This design comes from an exercise in tuning for a short achievable clock period and few clock cycles per item on the open sky130 flow, not from production work.
Function was checked by simulation only, so behaviour that the tests miss may differ from the original.
No activity file was given, so power comes from the tool's default toggle rates.

==> v16 <==
## lc4_core
module lc4_core
#(
    parameter int CAP = 7
) (
    input  logic     gwe,
    input  logic     i_arst_n,
    input  logic     i_insn_valid,
    input  lc4_pkg::word_t    i_insn,
    output logic     o_insn_ready,
    output logic     o_ret_valid,
    input  logic     i_ret_ready,
    output lc4_pkg::word_t    o_ret_insn,
    output logic     o_ret_we,
    output lc4_pkg::reg_idx_t o_ret_wsel,
    output lc4_pkg::word_t    o_ret_data,
    output lc4_pkg::nzp_t     o_ret_nzp
);
clock: 8.2 ns
lec_check: 0
cap_margin: 20
core_margin: 2
core_utilization: 40
place_density: 0.6
slew_margin: 20
tns_end_percent: 100
standard.sh (not shown) runs the stock make flow with config.mk's settings and CLKGATE_MAP_FILE= SYNTH_SCRIPT=/design/flow/synth_recipe.tcl, a recipe that flattens the netlist after the stock synthesis.
==> flow/flow/run.sh <==
#!/bin/bash
set -euo pipefail
cd "$(dirname "$0")/.."
bash standard.sh SETUP_SLACK_MARGIN=7 finish > flow_make.log 2>&1
==> inputs of v35, as changes to v16 <==
--- a/flow/design.v
+++ b/flow/design.v
@@ -489,28 +489,28 @@
     output lc4_pkg::nzp_t     o_ret_nzp
 );
     localparam int CNT_W = $clog2(CAP) + 1;
     localparam int CS_W  = 55;
     logic             acc;
     logic             ret;
     logic [CNT_W-1:0] n_fl;
     logic [CNT_W-1:0] n_nx;
-    logic             rdy_q;
-    assign acc  = i_insn_valid & rdy_q;
+    logic             full_q;     
+    assign acc  = i_insn_valid & ~full_q;
     assign ret  = o_ret_valid & i_ret_ready;
     assign n_nx = n_fl + {{(CNT_W-1){1'b0}}, acc} - {{(CNT_W-1){1'b0}}, ret};
-    assign o_insn_ready = rdy_q;
+    assign o_insn_ready = ~full_q;
     always_ff @(posedge gwe or negedge i_arst_n) begin
         if (!i_arst_n) begin
-            n_fl  <= '0;
-            rdy_q <= 1'b1;
+            n_fl   <= '0;
+            full_q <= 1'b0;
         end else begin
-            n_fl  <= n_nx;
-            rdy_q <= (n_nx < CNT_W'(CAP));
+            n_fl   <= n_nx;
+            full_q <= (n_nx >= CNT_W'(CAP));
         end
     end
     logic           iq_empty;
     lc4_pkg::word_t iq_head;
     logic           iq_pop;
     insn_queue #(.DEPTH(CAP), .W(16)) u_iq (
         .gwe      (gwe),
         .i_arst_n (i_arst_n),
@@ -547,17 +547,17 @@
     );
     logic              x_v;
     lc4_pkg::word_t    x_insn;
     logic              x_we;       
     logic              x_mulw;     
     logic              x_sub;
     logic [7:0]        x_lut;
     logic              x_fa1, x_fa2, x_fa0, x_fb1, x_fb2, x_fb0;
-    logic              x_ma1, x_ma2, x_ma0, x_mb1, x_mb2, x_mb0;
+    lc4_pkg::word_t    g_a1, g_a2, g_a0, g_b1, g_b2, g_b0;
     logic              x_s00, x_s10, x_s01p, x_s01n, x_s20, x_s02p, x_s02n;
     logic              x_sd1, x_sd2, x_slog;
     lc4_pkg::word_t    x_a, x_b;
     logic              m_v;
     lc4_pkg::word_t    m_insn;
     logic              m_we;
     logic              m_is_mul;
     lc4_pkg::word_t    r1;
@@ -565,16 +565,17 @@
     logic              w_v;
     lc4_pkg::word_t    w_insn;
     logic              w_we;
     logic              w_mul;
     lc4_pkg::word_t    r2m;        
     lc4_pkg::word_t    r2a;        
     lc4_pkg::word_t    r2;         
     lc4_pkg::word_t    prod;
+    lc4_pkg::word_t    alu;
     logic hx_s, hm_s, hw_s, hx_t, hm_t, hw_t;
     assign hx_s = x_we & (x_insn[11:9] == d_rs);
     assign hm_s = m_we & (m_insn[11:9] == d_rs);
     assign hw_s = w_we & (w_insn[11:9] == d_rs);
     assign hx_t = x_we & (x_insn[11:9] == d_rt);
     assign hm_t = m_we & (m_insn[11:9] == d_rt);
     assign hw_t = w_we & (w_insn[11:9] == d_rt);
     logic fa1, fa2, fb1, fb2;
@@ -655,47 +656,47 @@
         x_sub  <= d_sub;
         x_lut  <= d_lut;
         x_fa1  <= fa1;
         x_fa2  <= fa2;
         x_fa0  <= ~fa1 & ~fa2;
         x_fb1  <= fb1;
         x_fb2  <= fb2;
         x_fb0  <= ~fb1 & ~fb2;
-        x_ma1  <= d_is_mul & fa1;
-        x_ma2  <= d_is_mul & fa2;
-        x_ma0  <= d_is_mul & ~fa1 & ~fa2;
-        x_mb1  <= d_is_mul & fb1;
-        x_mb2  <= d_is_mul & fb2;
-        x_mb0  <= d_is_mul & ~fb1 & ~fb2;
+        g_a1   <= alu  & {16{issue & d_is_mul & fa1}};
+        g_a2   <= prod & {16{issue & d_is_mul & fa2}};
+        g_a0   <= rd_a & {16{issue & d_is_mul & ~fa1 & ~fa2}};
+        g_b1   <= alu  & {16{issue & d_is_mul & fb1}};
+        g_b2   <= prod & {16{issue & d_is_mul & fb2}};
+        g_b0   <= rd_b & {16{issue & d_is_mul & ~fb1 & ~fb2}};
         x_s00  <= d_is_add & ~fa1 & ~fa2 & ~fb1 & ~fb2;
         x_s10  <= d_is_add &  fa1 & ~fb1 & ~fb2;
         x_s20  <= d_is_add &  fa2 & ~fb1 & ~fb2;
         x_s01p <= d_is_add & ~fa1 & ~fa2 & fb1 & ~d_sub;
         x_s01n <= d_is_add & ~fa1 & ~fa2 & fb1 &  d_sub;
         x_s02p <= d_is_add & ~fa1 & ~fa2 & fb2 & ~d_sub;
         x_s02n <= d_is_add & ~fa1 & ~fa2 & fb2 &  d_sub;
         x_sd1  <= d_is_add & fa1 & fb1 & ~d_sub;
         x_sd2  <= d_is_add & fa2 & fb2 & ~d_sub;
         x_slog <= ~d_is_add;
         x_a    <= rd_a ^ {16{inv_a}};
         x_b    <= d_imm_b ? d_imm : (rd_b ^ {16{inv_b}});
     end
     lc4_pkg::word_t ma, mb;
-    lc4_pkg::word_t a, b, s00, s10, s01, s20, s02, lres, alu;
+    lc4_pkg::word_t a, b, s00, s10, s01, s20, s02, lres;
     logic [CS_W-1:0] cs;
     assign s00 = x_a + x_b + {15'd0, x_sub};
     assign s10 = r1 + x_b + {15'd0, x_sub};
     assign s20 = r2m + x_b + {15'd0, x_sub};
     assign s01 = x_a + r1;
     assign s02 = x_a + r2m;
     assign a = ({16{x_fa1}} & r1) | ({16{x_fa2}} & r2m) | ({16{x_fa0}} & x_a);
     assign b = ({16{x_fb1}} & r1) | ({16{x_fb2}} & r2m) | ({16{x_fb0}} & x_b);
-    assign ma = ({16{x_ma1}} & r1) | ({16{x_ma2}} & r2m) | ({16{x_ma0}} & x_a);
-    assign mb = ({16{x_mb1}} & r1) | ({16{x_mb2}} & r2m) | ({16{x_mb0}} & x_b);
+    assign ma = g_a1 | g_a2 | g_a0;
+    assign mb = g_b1 | g_b2 | g_b0;
     always_comb begin
         for (int i = 0; i < 16; i++) begin
             if (i < 8) begin
                 lres[i] = (a[i] & b[i] & x_lut[3]) | (a[i] & ~b[i] & x_lut[2]) |
                           (~a[i] & b[i] & x_lut[1]) | (~a[i] & ~b[i] & x_lut[0]);
             end else begin
                 lres[i] = (a[i] & b[i] & x_lut[7]) | (a[i] & ~b[i] & x_lut[6]) |
                           (~a[i] & b[i] & x_lut[5]) | (~a[i] & ~b[i] & x_lut[4]);
==> inputs of v31, as changes to v16 <==
--- a/flow/design.v
+++ b/flow/design.v
@@ -489,28 +489,28 @@
     output lc4_pkg::nzp_t     o_ret_nzp
 );
     localparam int CNT_W = $clog2(CAP) + 1;
     localparam int CS_W  = 55;
     logic             acc;
     logic             ret;
     logic [CNT_W-1:0] n_fl;
     logic [CNT_W-1:0] n_nx;
-    logic             rdy_q;
-    assign acc  = i_insn_valid & rdy_q;
+    logic             full_q;     
+    assign acc  = i_insn_valid & ~full_q;
     assign ret  = o_ret_valid & i_ret_ready;
     assign n_nx = n_fl + {{(CNT_W-1){1'b0}}, acc} - {{(CNT_W-1){1'b0}}, ret};
-    assign o_insn_ready = rdy_q;
+    assign o_insn_ready = ~full_q;
     always_ff @(posedge gwe or negedge i_arst_n) begin
         if (!i_arst_n) begin
-            n_fl  <= '0;
-            rdy_q <= 1'b1;
+            n_fl   <= '0;
+            full_q <= 1'b0;
         end else begin
-            n_fl  <= n_nx;
-            rdy_q <= (n_nx < CNT_W'(CAP));
+            n_fl   <= n_nx;
+            full_q <= (n_nx >= CNT_W'(CAP));
         end
     end
     logic           iq_empty;
     lc4_pkg::word_t iq_head;
     logic           iq_pop;
     insn_queue #(.DEPTH(CAP), .W(16)) u_iq (
         .gwe      (gwe),
         .i_arst_n (i_arst_n),
@@ -544,20 +544,20 @@
         .o_imm_b  (q_imm_b),
         .o_lut    (q_lut),
         .o_imm    (q_imm)
     );
     logic              x_v;
     lc4_pkg::word_t    x_insn;
     logic              x_we;       
     logic              x_mulw;     
-    logic              x_sub;
     logic [7:0]        x_lut;
     logic              x_fa1, x_fa2, x_fa0, x_fb1, x_fb2, x_fb0;
-    logic              x_ma1, x_ma2, x_ma0, x_mb1, x_mb2, x_mb0;
+    lc4_pkg::word_t    g_a1, g_a0, g_b1, g_b0;
+    logic              x_ma2, x_mb2;    
     logic              x_s00, x_s10, x_s01p, x_s01n, x_s20, x_s02p, x_s02n;
     logic              x_sd1, x_sd2, x_slog;
     lc4_pkg::word_t    x_a, x_b;
     logic              m_v;
     lc4_pkg::word_t    m_insn;
     logic              m_we;
     logic              m_is_mul;
     lc4_pkg::word_t    r1;
@@ -565,16 +565,17 @@
     logic              w_v;
     lc4_pkg::word_t    w_insn;
     logic              w_we;
     logic              w_mul;
     lc4_pkg::word_t    r2m;        
     lc4_pkg::word_t    r2a;        
     lc4_pkg::word_t    r2;         
     lc4_pkg::word_t    prod;
+    lc4_pkg::word_t    alu;
     logic hx_s, hm_s, hw_s, hx_t, hm_t, hw_t;
     assign hx_s = x_we & (x_insn[11:9] == d_rs);
     assign hm_s = m_we & (m_insn[11:9] == d_rs);
     assign hw_s = w_we & (w_insn[11:9] == d_rs);
     assign hx_t = x_we & (x_insn[11:9] == d_rt);
     assign hm_t = m_we & (m_insn[11:9] == d_rt);
     assign hw_t = w_we & (w_insn[11:9] == d_rt);
     logic fa1, fa2, fb1, fb2;
@@ -645,57 +646,61 @@
         end
     end
     logic inv_a, inv_b;
     assign inv_a = d_sub & (fb1 | fb2);
     assign inv_b = d_sub & ~(fb1 | fb2);
     lc4_pkg::word_t rd_a, rd_b;
     assign rd_a = hm_s ? r1 : hw_s ? r2 : rf_s;
     assign rd_b = hm_t ? r1 : hw_t ? r2 : rf_t;
+    lc4_pkg::word_t rd_bn, neg_r1, neg_r2, neg_rf;
+    assign neg_r1 = 16'd0 - r1;
+    assign neg_r2 = 16'd0 - r2;
+    assign neg_rf = 16'd0 - rf_t;
+    assign rd_bn  = hm_t ? neg_r1 : hw_t ? neg_r2 : neg_rf;
     always_ff @(posedge gwe) begin
         x_insn <= d_insn;
-        x_sub  <= d_sub;
         x_lut  <= d_lut;
         x_fa1  <= fa1;
         x_fa2  <= fa2;
         x_fa0  <= ~fa1 & ~fa2;
         x_fb1  <= fb1;
         x_fb2  <= fb2;
         x_fb0  <= ~fb1 & ~fb2;
-        x_ma1  <= d_is_mul & fa1;
-        x_ma2  <= d_is_mul & fa2;
-        x_ma0  <= d_is_mul & ~fa1 & ~fa2;
-        x_mb1  <= d_is_mul & fb1;
-        x_mb2  <= d_is_mul & fb2;
-        x_mb0  <= d_is_mul & ~fb1 & ~fb2;
+        g_a1   <= alu  & {16{issue & d_is_mul & fa1}};
+        x_ma2  <= issue & d_is_mul & fa2;
+        g_a0   <= rd_a & {16{issue & d_is_mul & ~fa1 & ~fa2}};
+        g_b1   <= alu  & {16{issue & d_is_mul & fb1}};
+        x_mb2  <= issue & d_is_mul & fb2;
+        g_b0   <= rd_b & {16{issue & d_is_mul & ~fb1 & ~fb2}};
         x_s00  <= d_is_add & ~fa1 & ~fa2 & ~fb1 & ~fb2;
         x_s10  <= d_is_add &  fa1 & ~fb1 & ~fb2;
         x_s20  <= d_is_add &  fa2 & ~fb1 & ~fb2;
         x_s01p <= d_is_add & ~fa1 & ~fa2 & fb1 & ~d_sub;
         x_s01n <= d_is_add & ~fa1 & ~fa2 & fb1 &  d_sub;
         x_s02p <= d_is_add & ~fa1 & ~fa2 & fb2 & ~d_sub;
         x_s02n <= d_is_add & ~fa1 & ~fa2 & fb2 &  d_sub;
         x_sd1  <= d_is_add & fa1 & fb1 & ~d_sub;
         x_sd2  <= d_is_add & fa2 & fb2 & ~d_sub;
         x_slog <= ~d_is_add;
         x_a    <= rd_a ^ {16{inv_a}};
-        x_b    <= d_imm_b ? d_imm : (rd_b ^ {16{inv_b}});
+        x_b    <= d_imm_b ? d_imm : inv_b ? rd_bn : rd_b;
     end
     lc4_pkg::word_t ma, mb;
-    lc4_pkg::word_t a, b, s00, s10, s01, s20, s02, lres, alu;
+    lc4_pkg::word_t a, b, s00, s10, s01, s20, s02, lres;
     logic [CS_W-1:0] cs;
-    assign s00 = x_a + x_b + {15'd0, x_sub};
-    assign s10 = r1 + x_b + {15'd0, x_sub};
-    assign s20 = r2m + x_b + {15'd0, x_sub};
+    assign s00 = x_a + x_b;
+    assign s10 = r1 + x_b;
+    assign s20 = r2m + x_b;
     assign s01 = x_a + r1;
     assign s02 = x_a + r2m;
     assign a = ({16{x_fa1}} & r1) | ({16{x_fa2}} & r2m) | ({16{x_fa0}} & x_a);
     assign b = ({16{x_fb1}} & r1) | ({16{x_fb2}} & r2m) | ({16{x_fb0}} & x_b);
-    assign ma = ({16{x_ma1}} & r1) | ({16{x_ma2}} & r2m) | ({16{x_ma0}} & x_a);
-    assign mb = ({16{x_mb1}} & r1) | ({16{x_mb2}} & r2m) | ({16{x_mb0}} & x_b);
+    assign ma = g_a1 | ({16{x_ma2}} & r2m) | g_a0;
+    assign mb = g_b1 | ({16{x_mb2}} & r2m) | g_b0;
     always_comb begin
         for (int i = 0; i < 16; i++) begin
             if (i < 8) begin
                 lres[i] = (a[i] & b[i] & x_lut[3]) | (a[i] & ~b[i] & x_lut[2]) |
                           (~a[i] & b[i] & x_lut[1]) | (~a[i] & ~b[i] & x_lut[0]);
             end else begin
                 lres[i] = (a[i] & b[i] & x_lut[7]) | (a[i] & ~b[i] & x_lut[6]) |
                           (~a[i] & b[i] & x_lut[5]) | (~a[i] & ~b[i] & x_lut[4]);
==> flow/config.mk (replaced) <==
export PLATFORM = sky130hd
export DESIGN_NAME = lc4_core
export DESIGN_NICKNAME = lc4_core
export VERILOG_FILES = /design/flow/design.v
export SDC_FILE = /design/flow/constraint.sdc
export NUM_CORES = 4
export LEC_CHECK = 0
export CAP_MARGIN = 20
export CORE_MARGIN = 2
export CORE_UTILIZATION = 30
export PLACE_DENSITY = 0.5
export SLEW_MARGIN = 20
export TNS_END_PERCENT = 100
==> summary.txt <==
item	v16	v31	v35
Comb power frac	0.547	0.548	0.564
Number of antenna cells inserted	2	1	0
Clock-cell share of area	0.0513	0.0502	0.0483
Result of the run	timing/DRC/antenna clean	timing/DRC/antenna clean	timing/DRC/antenna clean
Via count of the routed design	34300	34600	36700
Multi-input gate area	0.0218 mm²	0.0238 mm²	0.0242 mm²
GR Layer Usage met1	0.357	0.286	0.364
Die X	314 µm	372 µm	323 µm
CP endpoint	r2m[15]	x_b[12]	g_b2[15]
Sequential element share of the synthesized area	0.521	0.523	0.536
Taps Inserted	1265	1781	1368
Height of the die	314 µm	372 µm	323 µm
Pwr dens	436 mW/mm²	416 mW/mm²	435 mW/mm²
Placement row count	113	135	117
Register share of total power	0.289	0.286	0.281
Launch point of the worst hold path	x_insn[6]	x_insn[3]	m_insn[4]
Share of flip-flops with an asynchronous set or reset	0.206	0.192	0.185
Clock sink total	766	825	856
Post-CTS setup buffer count	359	377	406
Finished Core Util	0.599	0.453	0.616
Final Net Count	4285	4504	4526
Net switching fraction of the power	0.417	0.407	0.421
Length of the first detailed-routing pass in iterations	12	6	12
Area share of the largest cell type after synthesis	0.307	0.291	0.290
Die outline area	0.0988 mm²	0.139 mm²	0.105 mm²
Testbench counts of v16, summed over its fixed seeds: cycles 16,379, items 16,000.
Testbench counts of v35, summed over its fixed seeds: cycles 16,379, items 16,000.
Testbench counts of v31, summed over its fixed seeds: cycles 16,379, items 16,000.

## what the ideal ports hide
The results above use ideal ports. As a check the final layouts listed here were re-extracted and re-timed, cells and wires unchanged.
Step 1 sets driving cells, clkbuf_16 on the clock port and buf_2 on the other inputs (assumed; they add their load-dependent delay and slew).
Step 2 times the ports against the registers' clock, not the clock port: input delays grow and output delays shrink by t, the midpoint of the rising clock arrivals with the driver on.
Three values: ideal ports, drivers, drivers and shift; two values: the first two.
run | shift t [ns] | setup WS [ns] | latest minus earliest clock arrival (ns)
v16 | 0.746 | 5.154 / 5.104 / 4.856 | 0.037 / 0.037
v35 | 0.761 | 5.082 / 5.082 / 4.894 | 0.050 / 0.050
v31 | 0.732 | 5.035 / 5.035 / 5.035 | 0.065 / 0.065
After both steps every run listed still meets setup and hold. The setup slack of v16, which loses most, moves by -0.050 ns with the drivers and by -0.298 ns with both steps.
